This design comes from an exercise in tuning for small area on the open sky130 flow, not from production work. Function was checked by simulation only, so behaviour that the tests miss may differ from the original. Power and IR drop assume default switching activity.

<file path="flow/standard.sh">
#!/bin/bash
# synth_recipe.tcl (not shown) runs the flow's synth.tcl, then flattens the netlist and writes it again
# the make line also repeats each setting of config.mk as NAME=value (left out here)
make -C /OpenROAD-flow-scripts/flow DESIGN_CONFIG=/design/flow/config.mk WORK_HOME=/design/flow/orfs CLKGATE_MAP_FILE= SYNTH_SCRIPT=/design/flow/synth_recipe.tcl "${@:-finish}"
</file>
<file path="flow/constraint.sdc">
create_clock -name core_clock -period 7.0 [get_ports {clk}]
set_input_delay 1.4000 -clock core_clock [delete_from_list [all_inputs] [get_ports {clk}]]
set_output_delay 1.4000 -clock core_clock [all_outputs]
set_load 0.01 [all_outputs]
</file>
<file path="flow/config.mk">
export PLATFORM = sky130hd
export DESIGN_NAME = clock_divider_array
export DESIGN_NICKNAME = clock_divider_array
export VERILOG_FILES = /design/flow/design.v
export SDC_FILE = /design/flow/constraint.sdc
export NUM_CORES = 4
export LEC_CHECK = 0
export ABC_AREA = 1
export CAP_MARGIN = 20
export CORE_MARGIN = 2
export CORE_UTILIZATION = 65
export SLEW_MARGIN = 20
</file>
<file path="flow/design.v">
module clock_divider_channel #(
    parameter int CFG_W = 32
) (
    input  logic             clk_i,
    input  logic             reset_n_i,
    input  logic             enable_i,
    input  logic             sync_i,
    input  logic             cfg_we_i,
    input  logic [CFG_W-1:0] wr_wrp_i,
    input  logic [CFG_W-1:0] wr_rst_i,
    input  logic [CFG_W-1:0] wr_fl_i,
    input  logic             wr_hnz_i,
    input  logic             wr_rhi_i,
    output logic             pending_o,
    output logic             clock_o,
    output logic             rise_o,
    output logic             fall_o
);
    logic [CFG_W-1:0] sh_wrp_q, sh_rst_q, sh_fl_q;
    logic             sh_hnz_q, sh_rhi_q;
    logic [CFG_W-1:0] act_fl_q;
    logic             pending_q;
    logic [CFG_W-1:0] u_q, u_inc;
    logic [CFG_W:0]   u_cry;
    logic             clock_q, rise_q, fall_q;
    logic             en_q;
    logic             accept, restart, wrap, point, clock_d;
    always_comb begin
        accept  = cfg_we_i & ~pending_q;
        restart = enable_i & (~en_q | sync_i);
        u_cry[0] = 1'b1;
        for (int b = 0; b < CFG_W; b++) begin
            if (b % 4 == 0 && b > 0)
                u_cry[b] = u_cry[b-4] & (&u_q[b-1 -: 4]);
            u_inc[b] = u_q[b] ^ u_cry[b];
            if (b % 4 != 3)
                u_cry[b+1] = u_cry[b] & u_q[b];
        end
        u_cry[CFG_W] = u_cry[CFG_W-4] & (&u_q[CFG_W-1 -: 4]);
        wrap    = u_cry[CFG_W];
        point   = ~enable_i | restart | wrap;
        if (restart)   clock_d = sh_rhi_q;
        else if (wrap) clock_d = sh_hnz_q;
        else           clock_d = clock_q & (u_q != act_fl_q);
        clock_d = clock_d & enable_i;
    end
    always_ff @(posedge clk_i) begin
        if (!reset_n_i || accept) begin
            sh_wrp_q <= wr_wrp_i;
            sh_rst_q <= wr_rst_i;
            sh_fl_q  <= wr_fl_i;
            sh_hnz_q <= wr_hnz_i;
            sh_rhi_q <= wr_rhi_i;
        end
    end
    always_ff @(posedge clk_i) begin
        if (point) act_fl_q <= sh_fl_q;
    end
    always_ff @(posedge clk_i) begin
        u_q <= ({CFG_W{restart}} & sh_rst_q) | ({CFG_W{~restart}} & u_inc)
             | ({CFG_W{~restart & wrap}} & sh_wrp_q);
    end
    always_ff @(posedge clk_i) begin
        if (!reset_n_i) begin
            pending_q <= 1'b0;
            clock_q   <= 1'b0;
            rise_q    <= 1'b0;
            fall_q    <= 1'b0;
            en_q      <= 1'b0;
        end else begin
            pending_q <= accept | (pending_q & ~point);
            clock_q   <= clock_d;
            rise_q    <= clock_d & ~clock_q;
            fall_q    <= ~clock_d & clock_q;
            en_q      <= enable_i;
        end
    end
    assign pending_o = pending_q;
    assign clock_o   = clock_q;
    assign rise_o    = rise_q;
    assign fall_o    = fall_q;
endmodule
module clock_divider_array
#(
    parameter int NCH            = 4,
    parameter int WIDTH          = 32,
    parameter int DEFAULT_PERIOD = 1000,
    parameter int CHW            = (NCH > 1) ? $clog2(NCH) : 1
) (
    input  logic             clk,
    input  logic             reset_n,
    input  logic [NCH-1:0]   enable,
    input  logic             sync,
    input  logic             cfg_valid,
    output logic             cfg_ready,
    input  logic [CHW-1:0]   cfg_ch,
    input  logic [WIDTH-1:0] cfg_period,
    input  logic [WIDTH-1:0] cfg_high,
    input  logic [WIDTH-1:0] cfg_phase,
    output logic [NCH-1:0]   pending,
    output logic [NCH-1:0]   clock,
    output logic [NCH-1:0]   rise,
    output logic [NCH-1:0]   fall
);
    localparam int NPAD  = 1 << CHW;
    localparam int CFG_W = 32;
    localparam int CS_LO = 24;
    localparam logic [CFG_W-1:0] DEF_P      = DEFAULT_PERIOD;
    localparam logic [CFG_W-1:0] RST_PERIOD = (DEF_P < 2) ? 2 : DEF_P;
    localparam logic [CFG_W-1:0] RST_HIGH   = DEF_P >> 1;
    logic [NPAD-1:0]  pending_pad;
    logic [CFG_W-1:0] period_w, high_w, phase_w;
    logic [CFG_W-1:0] p_eff, np, h_eff, s_wrp, s_fp, s_hp;
    logic             f_ge_p, f_lt_h, ph_in;
    logic [CFG_W:0]   c_wrp, c_fp, c_hp, c_fh;
    logic [CFG_W:0]   t_fp, t_hp;
    logic [CFG_W-1:0] wr_wrp, wr_rst, wr_fl;
    logic             wr_hnz, wr_rhi;
    assign period_w = cfg_period;
    assign high_w   = cfg_high;
    assign phase_w  = cfg_phase;
    function automatic logic [CFG_W:0] add_cs(input logic [CFG_W-1:0] a,
                                              input logic [CFG_W-1:0] b,
                                              input logic cin);
        logic [CFG_W-1:0] x, s, s0, s1;
        logic [CFG_W:0]   c, c0, c1;
        x = a ^ b;
        c[0] = cin;
        for (int i = 0; i < CS_LO; i++) begin
            s[i]   = c[i] ? ~x[i] : x[i];
            c[i+1] = x[i] ? c[i] : a[i];
        end
        c0[CS_LO] = 1'b0;
        c1[CS_LO] = 1'b1;
        for (int i = CS_LO; i < CFG_W; i++) begin
            s0[i]   = c0[i] ? ~x[i] : x[i];
            s1[i]   = c1[i] ? ~x[i] : x[i];
            c0[i+1] = x[i] ? c0[i] : a[i];
            c1[i+1] = x[i] ? c1[i] : a[i];
            s[i]    = c[CS_LO] ? s1[i] : s0[i];
        end
        add_cs = {c[CS_LO] ? c1[CFG_W] : c0[CFG_W], s};
    endfunction
    always_comb begin
        p_eff = !reset_n ? RST_PERIOD : (period_w < 2) ? CFG_W'(2) : period_w;
        h_eff = !reset_n ? RST_HIGH   : high_w;
        np    = ~p_eff;
        c_wrp[0] = 1'b1;
        for (int b = 0; b < CFG_W; b++) begin
            if (b % 4 == 0 && b > 0)
                c_wrp[b] = c_wrp[b-4] & ~(|p_eff[b-1 -: 4]);
            s_wrp[b] = np[b] ^ c_wrp[b];
            if (b % 4 != 3)
                c_wrp[b+1] = c_wrp[b] & np[b];
        end
        c_wrp[CFG_W] = 1'b0;
        t_fp = add_cs(phase_w, np, 1'b1);
        c_fp[CFG_W] = t_fp[CFG_W];
        s_fp = t_fp[CFG_W-1:0];
        t_hp = add_cs(h_eff, np, 1'b0);
        c_hp[CFG_W] = t_hp[CFG_W];
        s_hp = t_hp[CFG_W-1:0];
        c_fh[0] = 1'b1;
        for (int b = 0; b < CFG_W; b++)
            c_fh[b+1] = (phase_w[b] ^ h_eff[b]) ? phase_w[b] : c_fh[b];
        f_ge_p = c_fp[CFG_W];
        f_lt_h = ~c_fh[CFG_W];
        ph_in  = ~f_ge_p & reset_n;
        wr_wrp = s_wrp;
        wr_rst = ph_in ? s_fp : s_wrp;
        wr_fl  = s_hp;
        wr_hnz = (h_eff != 0);
        wr_rhi = ph_in ? f_lt_h : wr_hnz;
    end
    always_comb begin
        pending_pad          = '0;
        pending_pad[NCH-1:0] = pending;
        cfg_ready            = ~pending_pad[cfg_ch];
    end
    for (genvar i = 0; i < NCH; i++) begin : g_ch
        clock_divider_channel #(
            .CFG_W (CFG_W)
        ) u_ch (
            .clk_i      (clk),
            .reset_n_i  (reset_n),
            .enable_i   (enable[i]),
            .sync_i     (sync),
            .cfg_we_i   (cfg_valid & (cfg_ch == CHW'(i))),
            .wr_wrp_i   (wr_wrp),
            .wr_rst_i   (wr_rst),
            .wr_fl_i    (wr_fl),
            .wr_hnz_i   (wr_hnz),
            .wr_rhi_i   (wr_rhi),
            .pending_o  (pending[i]),
            .clock_o    (clock[i]),
            .rise_o     (rise[i]),
            .fall_o     (fall[i])
        );
    end
endmodule
</file>
<file path="flow/flow/run.sh">
#!/bin/bash
# Layout flow: the standard ORFS flow (standard.sh: its synthesis,
# floorplan, power grid, placement, routing and finishing unchanged), with
# three settings of how the layout is built:
#  - the buffer that buffer_ports puts on every input and output port is
#    sky130_fd_sc_hd__buf_1 instead of the cell it picks by default;
#  - clock tree synthesis clusters up to 8 flip-flops within 40 um under
#    one sky130_fd_sc_hd__clkbuf_4 and builds the tree from that buffer;
#  - clock tree synthesis inserts no dummy loads.
# make's full output is in make.log here, and each ORFS step's log is in
# orfs/logs/.
set -euo pipefail
bash standard.sh \
  "BUFFER_PORTS_ARGS=-buffer_cell sky130_fd_sc_hd__buf_1" \
  "CTS_ARGS=-sink_clustering_enable -repair_clock_nets -dont_use_dummy_load -buf_list sky130_fd_sc_hd__clkbuf_4 -sink_clustering_size 8 -sink_clustering_max_diameter 40" \
  finish > make.log 2>&1
</file>
==> results.toml, run 1 <==
[synthesis]
yosysUniqueCellTypes = 41
synthXorXnorAreaFrac = 0.0509
yosys.area_share.simple = 0.184
syn_nets = 2927
synthMuxAreaShare = 0.00783
syn_inst = 2700
synth_top_family_by_area = "simple AND/OR/NAND/NOR gates"
syn_avg_cell_area_um2 = 10.9
synth_edf_count = 520
synth_area_leaders = "edfxtp_1, dfxtp_1, nand2_1"
synth_seq_cells = 668
synthAdderAreaFrac = 0.0515
synth_warnings = 2
syn-cell-area_mm2 = 0.0294
ys_async_sr_fraction = 0
synth_top_area_cell = "edfxtp_1"
synth_compound_area_frac = 0.0326
synth_top_area_frac = 0.531
synth-main-ff-cell = "edfxtp_1"
ys_seq_area_frac = 0.632

[timing]
rsz0062_at_grt = "false"
period_share = 0.893
worst_slack_ns = 0.746
relSlewSlack = 0.293
setup_tns_ns = 0
worst_pin_slew_ns = 1.03
max_freq_ghz = 0.160
drv_slew = 0
setup_viol = 0
period_needed_ns = 6.25
fin_skew_ns = 0.0654
hold_violations = 0
fin_hold_ws_ns = 0.373

[min_path]
worst_hold_path_type = "flip-flop to flip-flop"
min_path_cells = 0
min_from = "g_ch[3].u_ch.sh_fl_q[7]"
hold_path_end = "g_ch[3].u_ch.act_fl_q[7]"

[grt]
grt.total_usage = 0.338
grt_max_degree = 63
grt_pass1_wl_um = 117000
grt_pass1_vias = 20000
overflow = 0
antenna_found_initial = 7

[placed_design]
dp_slack_ns = 0.00491
place_hpwl_um = 56100
dp_cells = 3378
place_area_mm2 = 0.0306
finalWeightedCongestion = 0.980
numPortBuffers = 122

[layout]
final_cells = 3484
areaGrowthSynthToFinish_pct = 6.59
drive_gt1_frac = 0.0810
design_area_mm2 = 0.0313
final_core_util = 0.706
nets = 3118

[clocking]
root_buffer = "clkbuf_4"
clock_sinks = 668
cts_buffers = 103
clock_path_buffers = 3
cts_tree = "yes"
clk_pin_slew_worst_paths_ns = 0.08
post_cts_resized = 0
cts_hold_buf = 0
cts_max_level = 3
clock_latency_ns = 0.87
post-cts-setup-buffers = 0

[worst_setup_path]
worst_path_most_repeated_cell = "nand2_2"
max_stage_delay_ns = 0.40
worstReg2RegEnd = "g_ch[2].u_ch.u_q[18]"
worstSetupEndpointType = "flip-flop"
cp_slowest_cell = "nand2_4"
ff2ff_path_depth = 14
critPathRequiredTime_ns = 7.67
critical_path.top_delay_family = "simple AND/OR/NAND/NOR gates"
worst_ep_arrival_time_ns = 6.92
r2r_start = "g_ch[2].u_ch.u_q[0]"
path_max_fanout = 32
path_buf_inv = 3
startpoint_type = "input pin"
r2r_setup_slack_ns = 2.25
crit_type = "input pin to flip-flop"

[status]
outcome = "finished clean"

[drt]
routed_wl_um = 77600
detail_route.wl_per_cell_um = 22.3
first_pass_iters = 6
dr.first_iter.drc_count = 2509
detail-route-antenna-nets = 0
vias = 20400
drcViolationCount = 0
vias_per_cell = 5.85

[floorplanning]
dieArea_mm2 = 0.0470
core-area_mm2 = 0.0444
die_w_um = 217
io_pins = 123
start_util = 0.662
num_rows = 77
die_h_um = 217

[power]
power.density_mw_per_mm2 = 259
ir_drop_v = 0.000167
leakagePower_nw = 13.4
finalPower_mw = 8.12

[flow_run]
cap_violations = 0
[state kept, by name, summed over array words and instances, names as in the netlist]
signal and count:
g_ch.u_ch.act_fl_q 128, g_ch.u_ch.sh_fl_q 128, g_ch.u_ch.rise_q 4, g_ch.u_ch.sh_rst_q 128
g_ch.u_ch.u_q 128, g_ch.u_ch.fall_q 4, g_ch.u_ch.en_q 4, g_ch.u_ch.clock_q 4
g_ch.u_ch.pending_q 4, g_ch.u_ch.sh_rhi_q 4, g_ch.u_ch.sh_wrp_q 128, g_ch.u_ch.sh_hnz_q 4
[power breakdown]
part	switching, mW	internal [mW]
Clock	1.21	0.671
Sequential	0.271	4.84
Combinational	0.740	0.392
[worst reg2reg max path, stage by stage, from the launching register on]
cell     delay (ns)
dfxtp_1        0.42
ha_1           0.20
nand3_1        0.08
inv_1          0.17
nand2_1        0.23
nor4_1         0.65
inv_1          0.13
nor3_1         0.36
nand2_1        0.30
nor2_1         0.31
nand3_1        0.36
nor2_2         0.82
buf_4          0.44
nand2_1        0.11
o21ai_0        0.08
[cell usage after synthesis (4+ instances only)]
master and number:
a21oi_1 11, and3_1 4, buf_2 5, buf_4 19, buf_6 6, clkbuf_1 43, dfxtp_1 148, edfxtp_1 520
ha_1 121, inv_1 210, mux2i_1 23, nand2_1 707, nand2_2 59, nand3_1 183, nand4_1 39, nor2_1 206
nor3_1 12, nor4_1 32, o211ai_1 30, o21ai_0 113, or2_2 8, xnor2_1 51, xor2_1 120
[layer usage]
layer	up-vias	routed length (µm)	part of all wire	track usage
li1	9504	-	-	-
met1	9723	31200	0.40	0.460
met2	956	36100	0.47	0.539
met3	182	7310	0.094	0.0615
met4	8	2930	0.038	0.147
met5	-	55	0.00071	0
[worst max-delay path by stage]
stage | from | endpoint | slack, ns | cells after the start
global placement | cfg_period[16] | g_ch[3].u_ch.sh_rst_q[10] | 0.20 | 62
detailed placement | cfg_period[16] | g_ch[1].u_ch.sh_rst_q[9] | 0.005 | 62
floorplan | reset_n | g_ch[0].u_ch.sh_rst_q[3] | 1.01 | 60
finish | cfg_period[16] | g_ch[0].u_ch.sh_rst_q[9] | 0.75 | 62
CTS | cfg_period[16] | g_ch[0].u_ch.sh_rst_q[9] | 0.88 | 62
global route | cfg_period[16] | g_ch[2].u_ch.sh_fl_q[24] | 0.21 | 57
[kinds of logic (layout without fill, tap and decap cells)]
logic type      count (synthesis)  in the layout
fa+ha+maj                     121            121
xor+xnor                      171            171
simple gates                 1261           1261
flops                         668            668
mux                            23             23
buf+inv                       288            477
other cells                     0              3
compound gates                168            168
[cell usage in the layout (no fill, tap or decap), drive strengths merged]
cell and count:
o22a 1, a21boi 1, inv 210, a2111oi 1, or2 9, nor2 206, or4 1, nand2 769
o2111ai 3, o211ai 30, clkbuf 104, mux2i 23, ha 121, edfxtp 520, o311ai 1, o21ai 114
nand3 187, a31oi 1, o22ai 2, o21bai 1, o221ai 2, xnor2 51, and3 4, nor4 32
clkinv 3, buf 160, nor3 12, xor2 120, dfxtp 148, nand3b 2, a21oi 11, diode 3
nand4 39
[layout make-up]
type,count,area [µm²]
Timing Repair Buffer,161,754
Sequential cell,668,18600
Multi-Input combinational cell,1744,9690
Fill cell,3329,13100
Antenna cell,3,7.51
Inverter,213,800
Tap cell,592,741
Clock buffer,103,773
==> inputs of run 2 (changes only) <==
--- a/flow/config.mk
+++ b/flow/config.mk
@@ -8,5 +8,5 @@
 export ABC_AREA = 1
 export CAP_MARGIN = 20
 export CORE_MARGIN = 2
-export CORE_UTILIZATION = 65
+export CORE_UTILIZATION = 75
 export SLEW_MARGIN = 20
==> results.toml, run 2 <==
[status]
outcome = "finished clean"

[synthesis]
synth_common_cells = "nand2_1, edfxtp_1, inv_1, nor2_1, nand3_1"
syn_avg_cell_area_um2 = 10.9
yosysUniqueCellTypes = 41
syn_nets = 2927
synth_seq_cells = 668
syn_inst = 2700
synth_top_area_cell = "edfxtp_1"
synth_area_leaders = "edfxtp_1, dfxtp_1, nand2_1"
ys_async_sr_fraction = 0
ys_seq_area_frac = 0.632
synth.most_common_cell = "nand2_1"
synth-main-ff-cell = "edfxtp_1"
synth_warnings = 2
synth_edf_count = 520
syn-cell-area_mm2 = 0.0294
synth_top_area_frac = 0.531

[clocking]
cts_tree = "yes"
post_cts_resized = 0
cts_max_level = 3
clock_path_buffers = 3
clk_pin_slew_worst_paths_ns = 0.08
cts_hold_buf = 0
root_buffer = "clkbuf_4"
cts_buffers = 99
clock_sinks = 668
post-cts-setup-buffers = 0
clock_latency_ns = 0.83

[layout]
multiInputGateArea_mm2 = 0.00970
final_cells = 3397
layout_commonest_cell = "nand2_1"
nFillCells = 2361
seq_area_mm2 = 0.0186
nets = 3104
areaGrowthSynthToFinish_pct = 5.97
drive_gt1_frac = 0.0755
layout_common_cells = "nand2_1, edfxtp_1, inv_1"
final_core_util = 0.806

[worst_setup_path]
worst_ep_arrival_time_ns = 7.07
max_stage_delay_ns = 0.31
startpoint_type = "input pin"
r2r_start = "g_ch[3].u_ch.u_q[0]"
critical_path.top_delay_family = "simple AND/OR/NAND/NOR gates"
worstReg2RegEnd = "g_ch[3].u_ch.rise_q"
ff2ff_path_depth = 14
r2r_setup_slack_ns = 2.26
path_max_fanout = 22
critPathRequiredTime_ns = 7.50
crit_type = "input pin to flip-flop"
cp_slowest_cell = "buf_4"
worst_path_most_repeated_cell = "nand2_2"
path_buf_inv = 3
worstSetupEndpointType = "flip-flop"

[timing]
worst_pin_slew_ns = 1.20
relSlewSlack = 0.196
period_share = 0.938
hold_violations = 0
fin_hold_ws_ns = 0.374
setup_viol = 0
drv_slew = 0
fin_skew_ns = 0.0812
period_needed_ns = 6.57
rsz0062_at_grt = "false"
setup_tns_ns = 0
max_freq_ghz = 0.152
worst_slack_ns = 0.431

[grt]
antenna_found_initial = 5
grt_pass1_wl_um = 114000
overflow = 0
grt_max_degree = 74
grt_pass1_vias = 20600
grt.total_usage = 0.381

[drt]
routed_wl_um = 76200
vias = 20700
detail_route.wl_per_cell_um = 22.4
drcViolationCount = 0
dr.first_iter.drc_count = 2142
vias_per_cell = 6.09
detail-route-antenna-nets = 0
first_pass_iters = 7

[placed_design]
finalWeightedCongestion = 1.01
dp_slack_ns = -0.292
place_hpwl_um = 54400
numPortBuffers = 122
dp_cells = 3294

[floorplanning]
die_w_um = 202
start_util = 0.761
num_rows = 72
io_pins = 123
core-area_mm2 = 0.0386
dieArea_mm2 = 0.0408
die_h_um = 202

[min_path]
min_from = "g_ch[3].u_ch.sh_fl_q[9]"
hold_path_end = "g_ch[3].u_ch.act_fl_q[9]"
min_path_cells = 0
worst_hold_path_type = "flip-flop to flip-flop"

[power]
power.density_mw_per_mm2 = 260
leakagePower_nw = 13.3
ir_drop_v = 0.000193

[flow_run]
cap_violations = 0
## run 2: cell types whose count changed in the layout (fill, tap and decap cells not counted), sizes merged
| cell | delta |
|---|---|
| buf | -10 |
| clkbuf | -4 |
| diode | +1 |
## run 2: worst max-delay path by stage
stage | startpoint | end | slack, ns | cells after the start
5_1_grt | cfg_period[16] | g_ch[1].u_ch.sh_rst_q[22] | 0.09 | 61
4_1_cts | cfg_period[16] | g_ch[3].u_ch.sh_rst_q[22] | 0.52 | 61
3_5_place_dp | cfg_period[16] | g_ch[3].u_ch.sh_rst_q[9] | -0.29 | 61
2_1_floorplan | reset_n | g_ch[0].u_ch.sh_rst_q[3] | 1.01 | 60
6_report | cfg_period[16] | g_ch[3].u_ch.sh_rst_q[22] | 0.43 | 61
3_3_place_gp | cfg_period[16] | g_ch[1].u_ch.sh_rst_q[21] | -0.05 | 61
## run 2: where the power goes
| group | internal (mW) | switching (mW) | total [mW] | leakage [nW] |
|---|---|---|---|---|
| clock | 0.646 | 1.21 | 1.86 | 0.455 |
| sequential | 4.84 | 0.272 | 5.11 | 6.40 |
| combinational | 0.389 | 0.747 | 1.14 | 6.44 |
## run 2: stage by stage
stage / cell area, µm² / power (mW)
after global routing: 31200 / 8.43
after detailed placement: 30400 / 6.31
final: 31200 / 8.10
after global placement: 30400 / 6.23
after CTS: 31100 / 8.09
after floorplan: 29400 / 5.88
## run 2: area by class of cell
class                      count  area share
antenna                        4    0.000321
inverter                     213      0.0257
sequential                   668       0.596
multi-input combinational   1744       0.311
timing repair buffer         151      0.0218
tap                          518      0.0208
clock buffer                  99      0.0239
## run 2: logic make-up after synthesis
| family | count (synthesis) | share of synthesized area |
|---|---|---|
| AND/OR/NAND/NOR | 1261 | 0.184 |
| multiplexers | 23 | 0.00783 |
| buffers and inverters | 288 | 0.0416 |
| adder cells (fa/ha/maj) | 121 | 0.0515 |
| flip-flops | 668 | 0.632 |
| AO/OA/AOI/OAI | 168 | 0.0326 |
| XOR/XNOR | 171 | 0.0509 |
## run 2: per-layer routing
| metal | wire, µm | global-route usage | vias up | share of wire |
|---|---|---|---|---|
| met3 | 8520 | 0.0906 | 268 | 0.11 |
| met2 | 35700 | 0.613 | 1213 | 0.47 |
| met5 | 27 | 0 | - | 0.00035 |
| li1 | - | - | 9480 | - |
| met4 | 4230 | 0.204 | 4 | 0.056 |
| met1 | 27700 | 0.484 | 9729 | 0.36 |
## run 2: worst register-to-register path, delay by kind of cell (launching register included)
kind / cells / cell delay, ns
fa+ha+maj: 1 / 0.20
flops: 1 / 0.39
buf+inv: 2 / 0.61
simple gates: 10 / 3.28
compound gates: 1 / 0.17

==> separate check: timing with driven ports <==
In the flow no input, the clock included, has a driving cell. The finished layouts below were timed again as built, in two steps. Step 1 sets driving cells, clkbuf_16 on the clock port and buf_2 on the other inputs (assumed; they add their load-dependent delay and slew). Step 2, shift: input delay + t, output delay - t, t = (earliest + latest rising clock arrival at the registers) / 2. This alone moves slack from input paths to output paths. a / b / c = no drivers / after step 1 / after step 2; a / b = the first two.
run	t (ns)	slack for setup (ns)	worst setup path at the end	clock arrival spread, ns	slew at the worst register clock pin (ns)
run 1	0.892	0.746 / 0.777 / -0.115	input to register	0.076 / 0.076	0.10 / 0.10
run 2	0.853	0.431 / 0.396 / -0.457	input to register	0.094 / 0.095	0.10 / 0.10
Met with ideal ports but missed after step 2: setup timing in run 1 and run 2. The setup slack of run 2, which loses most, moves by -0.035 ns with the drivers and by -0.888 ns with both steps.
